From an optimization exercise on the open Yosys and OpenROAD flow, aimed at small area, a short achievable clock period and few clock cycles per item; shortcuts taken in it are not production practice.
Function was checked by simulation only, so behaviour that the tests miss may differ from the original.

Setup of v17:
## rgb_to_hue_saturation_top
module rgb_to_hue_saturation_top (
    input  logic       i_clk,
    input  logic       i_rst_n,
    input  logic       i_valid,
    output logic       o_ready,
    input  logic [7:0] i_red,
    input  logic [7:0] i_green,
    input  logic [7:0] i_blue,
    output logic       o_valid,
    input  logic       i_ready,
    output logic [7:0] o_hue,
    output logic [7:0] o_saturation
);
Size in the first run: about 1900 cells after synthesis, about 410 flip-flops, roughly 46 I/O pins.
==> flow/config.mk <==
export PLATFORM = sky130hd
export DESIGN_NAME = rgb_to_hue_saturation_top
export DESIGN_NICKNAME = rgb_to_hue_saturation_top
export VERILOG_FILES = /design/flow/design.v
export SDC_FILE = /design/flow/constraint.sdc
export NUM_CORES = 4
export LEC_CHECK = 0
export CAP_MARGIN = 20
export CORE_MARGIN = 2
export CORE_UTILIZATION = 40
export CTS_BUF_LIST = sky130_fd_sc_hd__clkbuf_4 sky130_fd_sc_hd__clkbuf_8
export CTS_CLUSTER_DIAMETER = 80
export CTS_CLUSTER_SIZE = 20
export SETUP_SLACK_MARGIN = 2.8
export SLEW_MARGIN = 20
==> flow/constraint.sdc <==
create_clock -name core_clock -period 5.5 [get_ports {i_clk}]
set_input_delay 1.1000 -clock core_clock [delete_from_list [all_inputs] [get_ports {i_clk}]]
set_output_delay 1.1000 -clock core_clock [all_outputs]
set_load 0.01 [all_outputs]
run.sh (not shown) runs the stock make flow with config.mk's settings and CLKGATE_MAP_FILE= SYNTH_SCRIPT=/design/flow/synth_recipe.tcl, a recipe that flattens the netlist after the stock synthesis.
Testbench counts of v17, summed over its fixed seeds: cycles 16,080, items 16,000.
For v50, these inputs were changed with respect to v17:
Settings: ABC_CLOCK_PERIOD_IN_PS now 2400, previously not set; SETUP_SLACK_MARGIN now 2.5, was 2.8.
Results
- Looking at the reports, v50 completed the entire flow and the layout it produced met the timing, DRC and antenna checks.
- Period utilization is lower on v17
- v50 ends up with a setup slack that is 0.064 ns lower than in v17.
--- input diff v50..v58 ---
Settings: ABC_CLOCK_PERIOD_IN_PS removed (was 2400); SETUP_SLACK_MARGIN changed from 2.5 to 2.6.
==> results.txt <==
Per the comparison of v58 with v50, share of the cycle needed by the critical path after routing decreased 1.2 points, multi-input combinational gate total essentially unchanged, maximum fanout along the worst path increased 11, clock latency of the later-clocked register in the worst-skew pair essentially unchanged. In the tables for v58 and v50, global-route wire length before repair reads lower with v50. v58 vs. v50: post-detailed-routing wire length increased 400 µm, final cell count moved up, critical path depth rose by 6.
For v34, these inputs were changed with respect to v58:
Settings: PLACE_DENSITY: unset -> 0.8; CORE_UTILIZATION: 40 -> 55.
==> results.txt <==
v58 vs v34, capture point of the worst path: r2_rp[7]$_DFFE_PP_ vs r2_rp[6]$_DFFE_PP_. The fraction of met2 tracks used by global routing in v34 was higher than what v58 gave. Changes observed in v34 relative to v58: routed wire length rose about 1.3%, portion of the clock cycle consumed by the worst path in the final layout rose 3.0 points, via count of the first global-routing pass rose 1.5%. Share of synthesized registers carrying an async set or reset: v34 vs v58 — no meaningful difference.
Input-level comparison between v44 and v34:
Settings: ABC_CLOCK_PERIOD_IN_PS now 3300, previously not set; CORE_UTILIZATION now 40, was 55; SETUP_SLACK_MARGIN now 2.2, was 2.6; PLACE_DENSITY no longer set, was 0.8.
[summary]
- Placed instance count on v44 is up relative to v34.
- Looking at worst slew slack as a fraction of its limit across both flows, v44 is the weaker of the two, with v34 ahead.
- The run with more routed wire is v34, not v44.
- Comparing v34 and v44, the higher number of cells on the critical path was measured on v34.
- Row count for v44 is higher than for v34.
Relative to v44, the following input files were edited for v12:
Settings: a change of ABC_CLOCK_PERIOD_IN_PS from 3300 to 3000; a change of SETUP_SLACK_MARGIN from 2.2 to 2.5.
Results
- v12 — half-perimeter wire length of the detailed placement result 0.43% higher, v44 as reference
- Relative to v44, final area has increased by about 2% in v12.
- Number of multi-input combinational cells delta (v44 -> v12): insignificant
- Looking at largest net degree at the start of global routing, v12 sits below v44.
- v44 → v12: total number of vias went up by about 1.1%; worst setup margin went up by 0.26 ns.
- The final reports for v12 and v44 show flip-flop and latch share of the layout cell area lower in the former.
- The run showing the greater clock-buffer cell count is v44.
- On combined area of the multi-input logic cells, the higher figure sits with v12, not v44.


== P ==
Starting RTL as in the previous note.
// rgb_to_hue_saturation_top
module rgb_to_hue_saturation_top (
    input  logic       i_clk,
    input  logic       i_rst_n,
    input  logic       i_valid,
    output logic       o_ready,
    input  logic [7:0] i_red,
    input  logic [7:0] i_green,
    input  logic [7:0] i_blue,
    output logic       o_valid,
    input  logic       i_ready,
    output logic [7:0] o_hue,
    output logic [7:0] o_saturation
);
Settings: LEC_CHECK=0, CAP_MARGIN=20, CORE_MARGIN=2, CORE_UTILIZATION=40, CTS_BUF_LIST=sky130_fd_sc_hd__clkbuf_4 sky130_fd_sc_hd__clkbuf_8, CTS_CLUSTER_DIAMETER=80, CTS_CLUSTER_SIZE=20, SETUP_SLACK_MARGIN=2.8, SLEW_MARGIN=20, TNS_END_PERCENT=5; clock period 5.5 ns.
Testbench counts of P, summed over its fixed seeds: cycles 16,080, items 16,000.
Modified inputs, Q compared to P
# P
export LEC_CHECK = 0
export CAP_MARGIN = 20
export CORE_MARGIN = 2
export CORE_UTILIZATION = 40
export CTS_BUF_LIST = sky130_fd_sc_hd__clkbuf_4 sky130_fd_sc_hd__clkbuf_8
export CTS_CLUSTER_DIAMETER = 80
export CTS_CLUSTER_SIZE = 20
export SETUP_SLACK_MARGIN = 2.8
export SLEW_MARGIN = 20
export TNS_END_PERCENT = 5
create_clock -name core_clock -period 5.5 [get_ports {i_clk}]
# Q
export LEC_CHECK = 0
export ABC_CLOCK_PERIOD_IN_PS = 3000
export CAP_MARGIN = 20
export CORE_MARGIN = 2
export CORE_UTILIZATION = 40
export CTS_BUF_LIST = sky130_fd_sc_hd__clkbuf_8 sky130_fd_sc_hd__clkbuf_16
export CTS_CLUSTER_DIAMETER = 80
export CTS_CLUSTER_SIZE = 24
export SETUP_SLACK_MARGIN = 2.5
export SLEW_MARGIN = 20
create_clock -name core_clock -period 5.5 [get_ports {i_clk}]
## What came out
- Cmp Q vs P: final routed wire length divided by cell count lower in Q
- Setup slack: Q less than P
- Going from P to Q, the design area was found to have gone down by 0.36%.
- As far as total global routing overflow is concerned, P and Q perform about the same.
- On maximum number of pins on one net before global-route repair: between Q and P, it ends up lower for Q.
- Looking at Q and P, the hold slack is a wash.
- Q vs. P: sequential share of layout area has increased, final HPWL from detailed placement has increased.
- Looking at kind of critical path, the flip-flop to flip-flop result is from P; the input pin to primary output one comes from Q.

-- what the ideal ports hide --
How much do the figures lean on ideal ports? The routed layouts below were timed once more, with nothing changed but the port constraints. Step 1 (the two cells are an assumption about what drives the block):
set clk [get_ports {i_clk}]
set_driving_cell -lib_cell sky130_fd_sc_hd__clkbuf_16 $clk
set_driving_cell -lib_cell sky130_fd_sc_hd__buf_2 [delete_from_list [all_inputs] $clk]
Step 2 moves the port delays by t, midway between the first and last clock arrival at a register: inputs arrive t later, outputs are due t later. That takes back most of the time a late clock gives input paths. Slacks: ideal ports / drivers / drivers and shift; pairs: ideal ports / drivers.
| run | shift t [ns] | setup slack, ns | worst setup path at the end | clock arrival spread, ns | slew at the worst register clock pin (ns) |
|---|---|---|---|---|---|
| v17 | 0.683 | 2.616 / 2.616 / 2.378 | input to register | 0.028 / 0.027 | 0.12 / 0.12 |
| v50 | 0.687 | 2.552 / 2.533 / 2.384 | input to register | 0.039 / 0.038 | 0.12 / 0.12 |
| v58 | 0.684 | 2.617 / 2.617 / 2.377 | input to register | 0.024 / 0.024 | 0.12 / 0.12 |
| v34 | 0.651 | 2.454 / 2.454 / 2.386 | input to register | 0.043 / 0.043 | 0.12 / 0.12 |
| v44 | 0.689 | 2.287 / 2.267 / 2.267 | input to output | 0.036 / 0.036 | 0.12 / 0.12 |
| v12 | 0.687 | 2.552 / 2.533 / 2.384 | input to register | 0.039 / 0.038 | 0.12 / 0.12 |
| P | 0.686 | 2.556 / 2.556 / 2.389 | input to register | 0.043 / 0.043 | 0.12 / 0.12 |
| Q | 0.635 | 2.534 / 2.515 / 2.374 | input to register | 0.035 / 0.035 | 0.09 / 0.09 |
After both steps setup and hold are still met in every run listed. The setup slack of v58, which loses most, moves by 0.000 ns with the drivers and by -0.240 ns with both steps.
